Source: an optimization exercise on an open RTL-to-GDS flow (aim: small area and a short achievable clock period). Production flows keep margins and buffers that such runs may drop. Only simulation tests tie the RTL to the original design; equivalence was not proved. Power and IR drop assume default switching activity.

==> try-fjord <==
==> flow/design.v (excerpt) <==
module conv_top (
	input  logic    clk,
	input  logic    rst_n,
	input  logic    filter_valid,
	input  logic    image_valid,
	input  conv_pkg::sample_t in_data,
	output logic    out_valid,
	output conv_pkg::result_t out_data
);
clock: 4.5 ns
lec_check: 0
abc_clock_period_in_ps: 2050
cap_margin: 20
core_margin: 2
core_utilization: 40
cts_buf_list: sky130_fd_sc_hd__clkbuf_16
cts_cluster_diameter: 150
cts_cluster_size: 25
setup_slack_margin: 2.45
slew_margin: 20
synth_hierarchical: 1
run.sh (not shown) runs the stock make flow with config.mk's settings and CLKGATE_MAP_FILE= SYNTH_SCRIPT=/design/flow/synth_recipe.tcl, a recipe that flattens the netlist after the stock synthesis.
==> inputs of try-violet, as changes to try-fjord <==
ABC_CLOCK_PERIOD_IN_PS = 1950   (was 2050)
SETUP_SLACK_MARGIN = 2.55   (was 2.45)
==> inputs of try-xenon, as changes to try-fjord <==
--- a/flow/design.v
+++ b/flow/design.v
@@ -56,37 +56,16 @@
 endmodule
 module csa_xn (
 	input  logic a,
 	input  logic b,
 	output logic y
 );
 	assign y = ~(a ^ b);
 endmodule
-module csa_bpp (
-	input  logic x1,
-	input  logic x0,
-	input  logic one,
-	input  logic two,
-	input  logic neg,
-	output logic y
-);
-	logic s;
-	csa_bsel u_sel (.x1(x1), .x0(x0), .one(one), .two(two), .s(s));
-	assign y = s ^ neg;
-endmodule
-module csa_bsel (
-	input  logic x1,
-	input  logic x0,
-	input  logic one,
-	input  logic two,
-	output logic s
-);
-	assign s = ~((one & x1) | (two & x0));
-endmodule
 `timescale 1ns/10ps
 module filter_tap_loader (
 	input  logic    clk,
 	input  logic    filter_valid,
 	input  conv_pkg::sample_t in_data,
 	output logic [conv_pkg::TAPS-1:0][1:0] bt_one,
 	output logic [conv_pkg::TAPS-1:0][1:0] bt_two,
 	output logic [conv_pkg::TAPS-1:0][1:0] bt_neg,
@@ -136,24 +115,16 @@
 		for (int k = 0; k < conv_pkg::TAPS - 2; k++) begin
 			win[k] <= win[k+1];
 		end
 		win[conv_pkg::TAPS-2] <= cs;
 	end
 	always_comb begin
 		win[conv_pkg::TAPS-1] = cs;
 	end
-	localparam int WIN_EXTRA = 0;
-	conv_pkg::col_sum_t win_old [WIN_EXTRA > 0 ? WIN_EXTRA : 1];
-	always_ff @(posedge clk) begin
-		win_old[0] <= win[0];
-		for (int e = 1; e < WIN_EXTRA; e++) begin
-			win_old[e] <= win_old[e-1];
-		end
-	end
 	logic rt_n0;
 	logic rt_n1;
 	logic rt_n2;
 	logic rt_n3;
 	logic rt_n4;
 	logic rt_n5;
 	logic rt_n6;
 	logic rt_n7;
CTS_CLUSTER_SIZE = 20   (was 25)
==> qor summary <==
Status: try-xenon finished clean; try-violet finished clean; try-fjord finished clean
Leading cell type in the layout, fill and taps excluded: try-xenon sky130_fd_sc_hd__dfxtp_1; try-violet sky130_fd_sc_hd__edfxtp_1; try-fjord sky130_fd_sc_hd__dfxtp_1
Combinational cell fraction of total power: try-xenon 46.8%; try-violet 48.6%; try-fjord 46.7%
Number of global-route vias before repair: try-xenon 8785; try-violet 9081; try-fjord 8662
Portion of total power attributed to the clock network: try-xenon 13.9%; try-violet 12.8%; try-fjord 13.2%
Fmax: try-xenon 488 MHz; try-violet 507 MHz; try-fjord 496 MHz
Number of warnings issued by yosys: try-xenon 12; try-violet 13; try-fjord 13
Total design power: try-xenon 14200 uW; try-violet 14500 uW; try-fjord 14000 uW
Clock insertion delay at the later pin of the skew report: try-xenon 0.53 ns; try-violet 0.54 ns; try-fjord 0.54 ns
Placement Setup Slack: try-xenon 2.08 ns; try-violet 2.15 ns; try-fjord 2.14 ns
Final standard cell count with taps included and fillers excluded: try-xenon 1737; try-violet 1748; try-fjord 1716
Detailed-routed wire length on met3: try-xenon 977 um; try-violet 989 um; try-fjord 959 um
M1 WL: try-xenon 13300 um; try-violet 13500 um; try-fjord 12800 um
HPWL after DPL: try-xenon 20300 um; try-violet 20800 um; try-fjord 20600 um
Clock tree buffer count of the final layout: try-xenon 22; try-violet 19; try-fjord 19
Total sequential power: try-xenon 5580 uW; try-violet 5590 uW; try-fjord 5600 uW
Clk pwr: try-xenon 1960 uW; try-violet 1850 uW; try-fjord 1850 uW
Power Density: try-xenon 768 nW/um^2; try-violet 767 nW/um^2; try-fjord 764 nW/um^2

========
==> run Y: inputs <==
Another version of the RTL of conv_top (not shown whole).
export LEC_CHECK = 0
export ABC_CLOCK_PERIOD_IN_PS = 2150
export CAP_MARGIN = 20
export CORE_MARGIN = 2
export CORE_UTILIZATION = 40
export CTS_BUF_LIST = sky130_fd_sc_hd__clkbuf_16
export CTS_CLUSTER_DIAMETER = 150
export CTS_CLUSTER_SIZE = 25
export SETUP_SLACK_MARGIN = 2.35
export SLEW_MARGIN = 20
export SYNTH_HIERARCHICAL = 1
create_clock -name core_clock -period 4.5 [get_ports {clk}]
==> run X: changes against run Y <==
- ABC_CLOCK_PERIOD_IN_PS: 2150 -> 1900
- SETUP_SLACK_MARGIN: 2.35 -> 2.6
==> run notes <==
RUN STATUS
------------------------------------------------------------
Status                                          finished clean

POWER
------------------------------------------------------------
Sequential Power                                     6.56 mW
Internal                                             10.6 mW

PLACEMENT
------------------------------------------------------------
Final RePlAce weighted congestion                      0.837

STA
------------------------------------------------------------
Ratio of final minimum period to clock period          46.4%

CELLS AND AREA
------------------------------------------------------------
Clock buffers                                             22

CLOCKING
------------------------------------------------------------
Postcts setup bufs                                        62

the above is filed under run X

==> run notes <==
RUN STATUS
-----------------------------------------------------------------
Status                                               finished clean

CELLS AND AREA
-----------------------------------------------------------------
Number of sequential cells                                    441
Most common cell after layout, fill and taps aside        dfxtp_1
Top class by area                                       registers

POWER
-----------------------------------------------------------------
Internal                                                  10.0 mW
Logic pwr share                                             45.6%

PLACEMENT
-----------------------------------------------------------------
Post-detailed-placement cell area                      0.0192 mm2
Final RePlAce weighted congestion                           0.825

STA
-----------------------------------------------------------------
Ratio of final minimum period to clock period               46.5%

the above is filed under run Y

separate check: timing with driven ports:
How much do the figures lean on ideal ports? The routed layouts below were timed once more, with nothing changed but the port constraints.
Step 1 sets driving cells, clkbuf_16 on the clock port and buf_2 on the other inputs (assumed; they add their load-dependent delay and slew).
Step 2 moves the port delays by t, midway between the first and last clock arrival at a register: inputs arrive t later, outputs are due t later. That takes back most of the time a late clock gives input paths.
a / b / c = ideal / step 1 / step 2; a / b = the first two.
run	t, ns	setup slack, ns	worst setup path at the end	cell pins on the clock port's net
try-fjord	0.577	2.485 / 2.443 / 2.161	input to register	1
try-violet	0.573	2.528 / 2.503 / 2.167	input to register	1
try-xenon	0.572	2.451 / 2.445 / 2.107	input to register	1
run Y	0.601	2.405 / 2.372 / 1.905	input to register	1
run X	0.605	2.410 / 2.410 / 1.980	input to register	1
After both steps setup and hold are still met in every run listed. The setup slack of run Y, which loses most, moves by -0.033 ns with the drivers and by -0.500 ns with both steps.
